Source: an optimization exercise on an open RTL-to-GDS flow (aim: small area, a short achievable clock period and few clock cycles per item). Production flows keep margins and buffers that such runs may drop. At most, simulation tests tie the RTL to the original design; equivalence was not proved. Power is estimated from default activity; no workload was simulated.

Setup of try-maple:
// systolic_array
module systolic_array #(
    parameter int width_p        = 8,
    parameter int array_width_p  = 8,
    parameter int array_height_p = 8
) (
    input  logic               clk_i,
    input  logic               reset_i,
    input  logic               en_i,
    input  logic               flush_i,
    input  logic               valid_i,
    input  logic [width_p-1:0] data_i,
    output logic               ready_o,
    output logic               valid_o,
    output logic [width_p-1:0] data_o,
    input  logic               yumi_i
);
    localparam int N  = 8;         
    localparam int NA = N * N;     
    localparam int ND = 7;         
    logic          ld_q;           
    logic [7:0]    cnt_q;          
    logic          av_q;           
    logic          sv_q;           
    logic [6:0]    u_q;            
    logic [2:0]    ph_q;           
    logic [6:0]    k_q;            
    logic          valid_q;
    logic [ND-1:0] dv_q;           
    logic [7:0] ain_q;
    logic [7:0] din_q;             
    logic [ND-1:0][7:0] dd_q;      
    logic [ND-1:0][2:0] dt_q;      
    logic [NA-1:0][7:0] a_q;       
    logic [N-1:0][N-1:0][7:0] c_q;   
    logic [7:0] data_q;
    logic ready_q;
    assign ready_q = ld_q & ~cnt_q[7];
    assign ready_o = reset_i & en_i & ready_q;
    assign valid_o = valid_q;
    assign data_o  = data_q;
    logic accept, accept_a, accept_b, first_b, flush_take, take, flushed;
    logic aligned, done_ok, load_out, shift_a, last, clr;
    logic [2:0] ph_n;
    logic [6:0] nx;
    assign accept     = en_i & valid_i & ready_q;
    assign accept_a   = accept & ~cnt_q[6];
    assign accept_b   = accept & cnt_q[6];
    assign first_b    = accept_b & (cnt_q[5:0] == 6'd0);
    assign flush_take = en_i & flush_i & ld_q;
    assign take       = en_i & yumi_i & valid_q;
    assign flushed    = ~ld_q | flush_i;
    assign ph_n       = ph_q + 3'd1;
    assign nx         = u_q + 7'(sv_q);
    logic       pick;
    logic [7:0] pick_d;
    always_comb begin
        pick   = 1'b0;
        pick_d = '0;
        if (accept_b & ((cnt_q[2:0] == ph_n) | first_b)) begin
            pick   = 1'b1;
  ...
For scale: ~2,400 cells after synthesis, about 1,200 flip-flops, roughly 24 I/O pins.
Settings: LEC_CHECK=0, CAP_MARGIN=20, CORE_MARGIN=2, CORE_UTILIZATION=65, CTS_BUF_LIST=sky130_fd_sc_hd__clkbuf_16, CTS_CLUSTER_DIAMETER=100, CTS_CLUSTER_SIZE=30, SETUP_SLACK_MARGIN=5, SLEW_MARGIN=20; clock period 10.0 ns.
standard.sh (not shown) runs the stock make flow with config.mk's settings and CLKGATE_MAP_FILE= SYNTH_SCRIPT=/design/flow/synth_recipe.tcl, a recipe that flattens the netlist after the stock synthesis.
==> flow/flow/run.sh <==
#!/bin/bash
# The standard layout, with a tighter setup target for the repair steps and faster port buffers.
set -euo pipefail
bash standard.sh SETUP_SLACK_MARGIN=5.8 "BUFFER_PORTS_ARGS=-buffer_cell sky130_fd_sc_hd__buf_2" finish > make_finish.log 2>&1
try-maple reached the final stage; the timing, DRC and antenna checks on its layout passed.
Testbench counts of try-maple, summed over its fixed seeds: cycles 12,288, jobs 64.
For try-harbor, these inputs were changed with respect to try-maple:
- clearing CTS_CLUSTER_SIZE, which used to be 30
- clearing CTS_CLUSTER_DIAMETER, which used to be 100
- swapping sky130_fd_sc_hd__clkbuf_16 for sky130_fd_sc_hd__clkbuf_8 in CTS_BUF_LIST
### Flow results
try-maple → try-harbor: area of all placed cells without fillers climbed 0.0022 sq mm; utilization climbed 3.7 points. Both conditions hold for try-harbor: the flow ran to the end and the final layout passed the timing, DRC and antenna checks. Going from try-maple to try-harbor, portion of total power attributed to the clock network higher, register-to-register slack lower, worst clock skew higher, share of final-layout standard cells stronger than drive strength 1 higher, met2 usage in global routing higher. The violation count after the first detailed-routing iteration in try-harbor sits 5.7% above the value recorded for try-maple.
Changes in try-raven relative to try-harbor:
- an added CTS_CLUSTER_DIAMETER of 100
- a change of CORE_UTILIZATION from 65 to 75
- an added CTS_CLUSTER_SIZE of 30
- a change of CTS_BUF_LIST from sky130_fd_sc_hd__clkbuf_8 to sky130_fd_sc_hd__clkbuf_16
==> results.txt <==
- try-raven: done, clean on timing, DRC and antenna
- From try-harbor to try-raven the numbers moved as follows: number of inserted diodes -1, overall power consumption -0.0016 W, global-route usage +3.6 points.
Setup changes, try-raven to try-lagoon
- a change of CORE_UTILIZATION from 75 to 50
- a deleted CTS_CLUSTER_SIZE that had been 30
- a deleted CTS_CLUSTER_DIAMETER that had been 100
- a change of CTS_BUF_LIST from sky130_fd_sc_hd__clkbuf_16 to sky130_fd_sc_hd__clkbuf_4 sky130_fd_sc_hd__clkbuf_8
Findings:
On worst hold slack across all endpoints, try-raven beats try-lagoon. try-lagoon vs. try-raven: part of the cycle the worst path needs held steady, total wire length after detailed routing flat.


rev 12:
systolic_array, a different RTL version from the one above (not shown whole).
Size: roughly 2300 cells after synthesis, about 1200 flip-flops, ~24 I/O pins.
export LEC_CHECK = 0
export CAP_MARGIN = 5
export CORE_MARGIN = 2
export CORE_UTILIZATION = 65
export CTS_BUF_LIST = sky130_fd_sc_hd__clkbuf_16
export CTS_CLUSTER_DIAMETER = 100
export CTS_CLUSTER_SIZE = 30
export SETUP_SLACK_MARGIN = 5
export SLEW_MARGIN = 5
create_clock -name core_clock -period 10.0 [get_ports {clk_i}]
==> flow/flow/run.sh <==
#!/bin/bash
# The standard layout, with a tighter setup target for the repair steps and faster port buffers.
set -euo pipefail
bash standard.sh SETUP_SLACK_MARGIN=5.66 "BUFFER_PORTS_ARGS=-buffer_cell sky130_fd_sc_hd__buf_2" finish > make_finish.log 2>&1
Testbench counts of rev 12, summed over its fixed seeds: cycles 12,288, jobs 64.
### rev 12 -> rev 13
# rev 12
export LEC_CHECK = 0
export CAP_MARGIN = 5
export CORE_MARGIN = 2
export CORE_UTILIZATION = 65
export CTS_BUF_LIST = sky130_fd_sc_hd__clkbuf_16
export CTS_CLUSTER_DIAMETER = 100
export CTS_CLUSTER_SIZE = 30
export SETUP_SLACK_MARGIN = 5
export SLEW_MARGIN = 5
create_clock -name core_clock -period 10.0 [get_ports {clk_i}]
# rev 13
export LEC_CHECK = 0
export CAP_MARGIN = 20
export CORE_MARGIN = 2
export CORE_UTILIZATION = 65
export CTS_BUF_LIST = sky130_fd_sc_hd__clkbuf_16
export CTS_CLUSTER_DIAMETER = 100
export CTS_CLUSTER_SIZE = 30
export SETUP_SLACK_MARGIN = 5
export SLEW_MARGIN = 20
create_clock -name core_clock -period 10.0 [get_ports {clk_i}]
==> flow/flow/run.sh <==
#!/bin/bash
# The standard layout, with a tighter setup target for the repair steps and faster port buffers.
set -euo pipefail
bash standard.sh SETUP_SLACK_MARGIN=5.8 "BUFFER_PORTS_ARGS=-buffer_cell sky130_fd_sc_hd__buf_2" finish > make_finish.log 2>&1
Notes after the runs:
- Between rev 12 and rev 13, the difference in synthesis-to-finish area growth is negligible.
- Comparing rev 12 with rev 13, the final period demand of the worst path came out essentially unchanged.
- The fraction of power consumed by the clock network of rev 13 and that of rev 12 are within noise of each other.
- Diff rev 12 -> rev 13: number of antenna-violating nets in the routed design about even; post-detailed-routing wire length about even; total power about even; simple logic cell fraction of the synthesized area about even.


Another version of the RTL of systolic_array (not shown whole).
For scale: ~2,600 cells after synthesis, about 1,200 flip-flops, roughly 24 I/O pins.
Settings: LEC_CHECK=0, CAP_MARGIN=20, CORE_MARGIN=2, CORE_UTILIZATION=50, SETUP_SLACK_MARGIN=5, SLEW_MARGIN=20; clock period 10.0 ns.
run.sh (not shown) runs the stock make flow with config.mk's settings and CLKGATE_MAP_FILE= SYNTH_SCRIPT=/design/flow/synth_recipe.tcl, a recipe that flattens the netlist after the stock synthesis.
Stock flow here: none of the scripts above is used.
Then changed:
==> flow/flow/run.sh (new file) <==
#!/bin/bash
# The standard layout, with a tighter setup target for the repair steps and faster port buffers.
set -euo pipefail
bash standard.sh SETUP_SLACK_MARGIN=5.8 "BUFFER_PORTS_ARGS=-buffer_cell sky130_fd_sc_hd__buf_2" finish > make_finish.log 2>&1
==> flow/standard.sh (new file) <==
#!/bin/bash
# synth_recipe.tcl (not shown) runs the flow's synth.tcl, then flattens the netlist and writes it again
# the make line also repeats each setting of config.mk as NAME=value (left out here)
make -C /OpenROAD-flow-scripts/flow DESIGN_CONFIG=/design/flow/config.mk WORK_HOME=/design/flow/orfs CLKGATE_MAP_FILE= SYNTH_SCRIPT=/design/flow/synth_recipe.tcl "${@:-finish}"
removed: flow/run.sh
Count of clock-buffer cells in the layout goes up by 5.
Setup slack gains 0.54 ns.
Final cell count hardly moves.
Routed wire length goes up slightly.
Then changed:
==> flow/flow/run.sh (replaced) <==
#!/bin/bash
# The standard layout, with a tighter setup target for the repair steps and faster port buffers.
set -euo pipefail
bash standard.sh SETUP_SLACK_MARGIN=6.3 "BUFFER_PORTS_ARGS=-buffer_cell sky130_fd_sc_hd__buf_4" finish > make_finish.log 2>&1
After rerunning: The changed run finished clean. Final cell count rises by 2.0%. Sequential power is about the same. Core utilization rises by 3.0 points. Synthesized area stays the same. Design area rises by 5.2%.
No functional check of the RTL was part of any run of this note.


systolic_array, a different RTL version from the one above (not shown whole).
Size in the first run: ~2900 cells after synthesis, roughly 1200 flip-flops, ~24 I/O pins, roughly 0.037 mm² of cells after synthesis.
==> flow/config.mk <==
export PLATFORM = sky130hd
export DESIGN_NAME = systolic_array
export DESIGN_NICKNAME = systolic_array
export VERILOG_FILES = /design/flow/design.v
export SDC_FILE = /design/flow/constraint.sdc
export NUM_CORES = 4
export LEC_CHECK = 0
export CAP_MARGIN = 20
export CORE_MARGIN = 2
export CORE_UTILIZATION = 65
export CTS_BUF_LIST = sky130_fd_sc_hd__clkbuf_16
export CTS_CLUSTER_DIAMETER = 100
export CTS_CLUSTER_SIZE = 30
export SETUP_SLACK_MARGIN = 5
export SLEW_MARGIN = 20
==> flow/constraint.sdc <==
create_clock -name core_clock -period 10.0 [get_ports {clk_i}]
set_input_delay 2.0000 -clock core_clock [delete_from_list [all_inputs] [get_ports {clk_i}]]
set_output_delay 2.0000 -clock core_clock [all_outputs]
set_load 0.01 [all_outputs]
standard.sh (not shown) runs the stock make flow with config.mk's settings and CLKGATE_MAP_FILE= SYNTH_SCRIPT=/design/flow/synth_recipe.tcl, a recipe that flattens the netlist after the stock synthesis.
==> flow/flow/run.sh <==
#!/bin/bash
# The standard layout, with a tighter setup target for the repair steps and faster port buffers.
set -euo pipefail
bash standard.sh SETUP_SLACK_MARGIN=5.6 "BUFFER_PORTS_ARGS=-buffer_cell sky130_fd_sc_hd__buf_2" finish > make_finish.log 2>&1
The first run finished with timing, DRC and antenna clean.
Rerun with:
==> flow/flow/run.sh (replaced) <==
#!/bin/bash
# The standard layout, with a tighter setup target for the repair steps and faster port buffers.
set -euo pipefail
bash standard.sh SETUP_SLACK_MARGIN=5.8 "BUFFER_PORTS_ARGS=-buffer_cell sky130_fd_sc_hd__buf_2" finish > make_finish.log 2>&1
What happened: Via count rises slightly. Clock-buffer cell count increases by 4. Final area is higher by a few percent. Clock power increases by a few percent.
No functional check of the RTL was part of any run of this note.

## static timing again, ports no longer ideal
In the flow no input, the clock included, has a driving cell. The finished layouts below were timed again as built, in two steps.
Step 1, drivers: a clkbuf_16 drives clk_i and a buf_2 each remaining input, both assumed.
Step 2, shift: input delay + t, output delay - t, t = (earliest + latest rising clock arrival at the registers) / 2. This alone moves slack from input paths to output paths.
Three values: ideal, step 1, step 2; two values: the first two.
run | t, ns | setup slack, ns | worst setup path after step 2 | worst data-port slew with drivers (ns)
try-maple | 0.673 | 5.642 / 5.531 / 5.531 | input to output | 0.14
try-harbor | 0.837 | 5.633 / 5.533 / 5.533 | input to output | 0.12
try-raven | 0.665 | 5.640 / 5.521 / 5.521 | input to output | 0.15
try-lagoon | 0.862 | 5.640 / 5.533 / 5.533 | input to output | 0.13
rev 12 | 0.667 | 5.634 / 5.549 / 5.383 | input to register | 0.12
rev 13 | 0.667 | 5.634 / 5.549 / 5.384 | input to register | 0.12
the first run of note 3 | 0.730 | 5.081 / 5.019 / 5.019 | input to output | 0.06
the second run of note 3 | 0.712 | 5.622 / 5.528 / 5.528 | input to output | 0.12
the third run of note 3 | 0.732 | 5.641 / 5.547 / 5.547 | input to output | 0.12
the first run of note 4 | 0.686 | 5.607 / 5.432 / 5.252 | input to register | 0.25
the second run of note 4 | 0.675 | 5.607 / 5.477 / 5.477 | input to output | 0.17
After both steps every run listed still meets setup and hold. For the first run of note 4, which loses most, drivers alone change the setup slack by -0.175 ns; drivers and shift together by -0.355 ns.
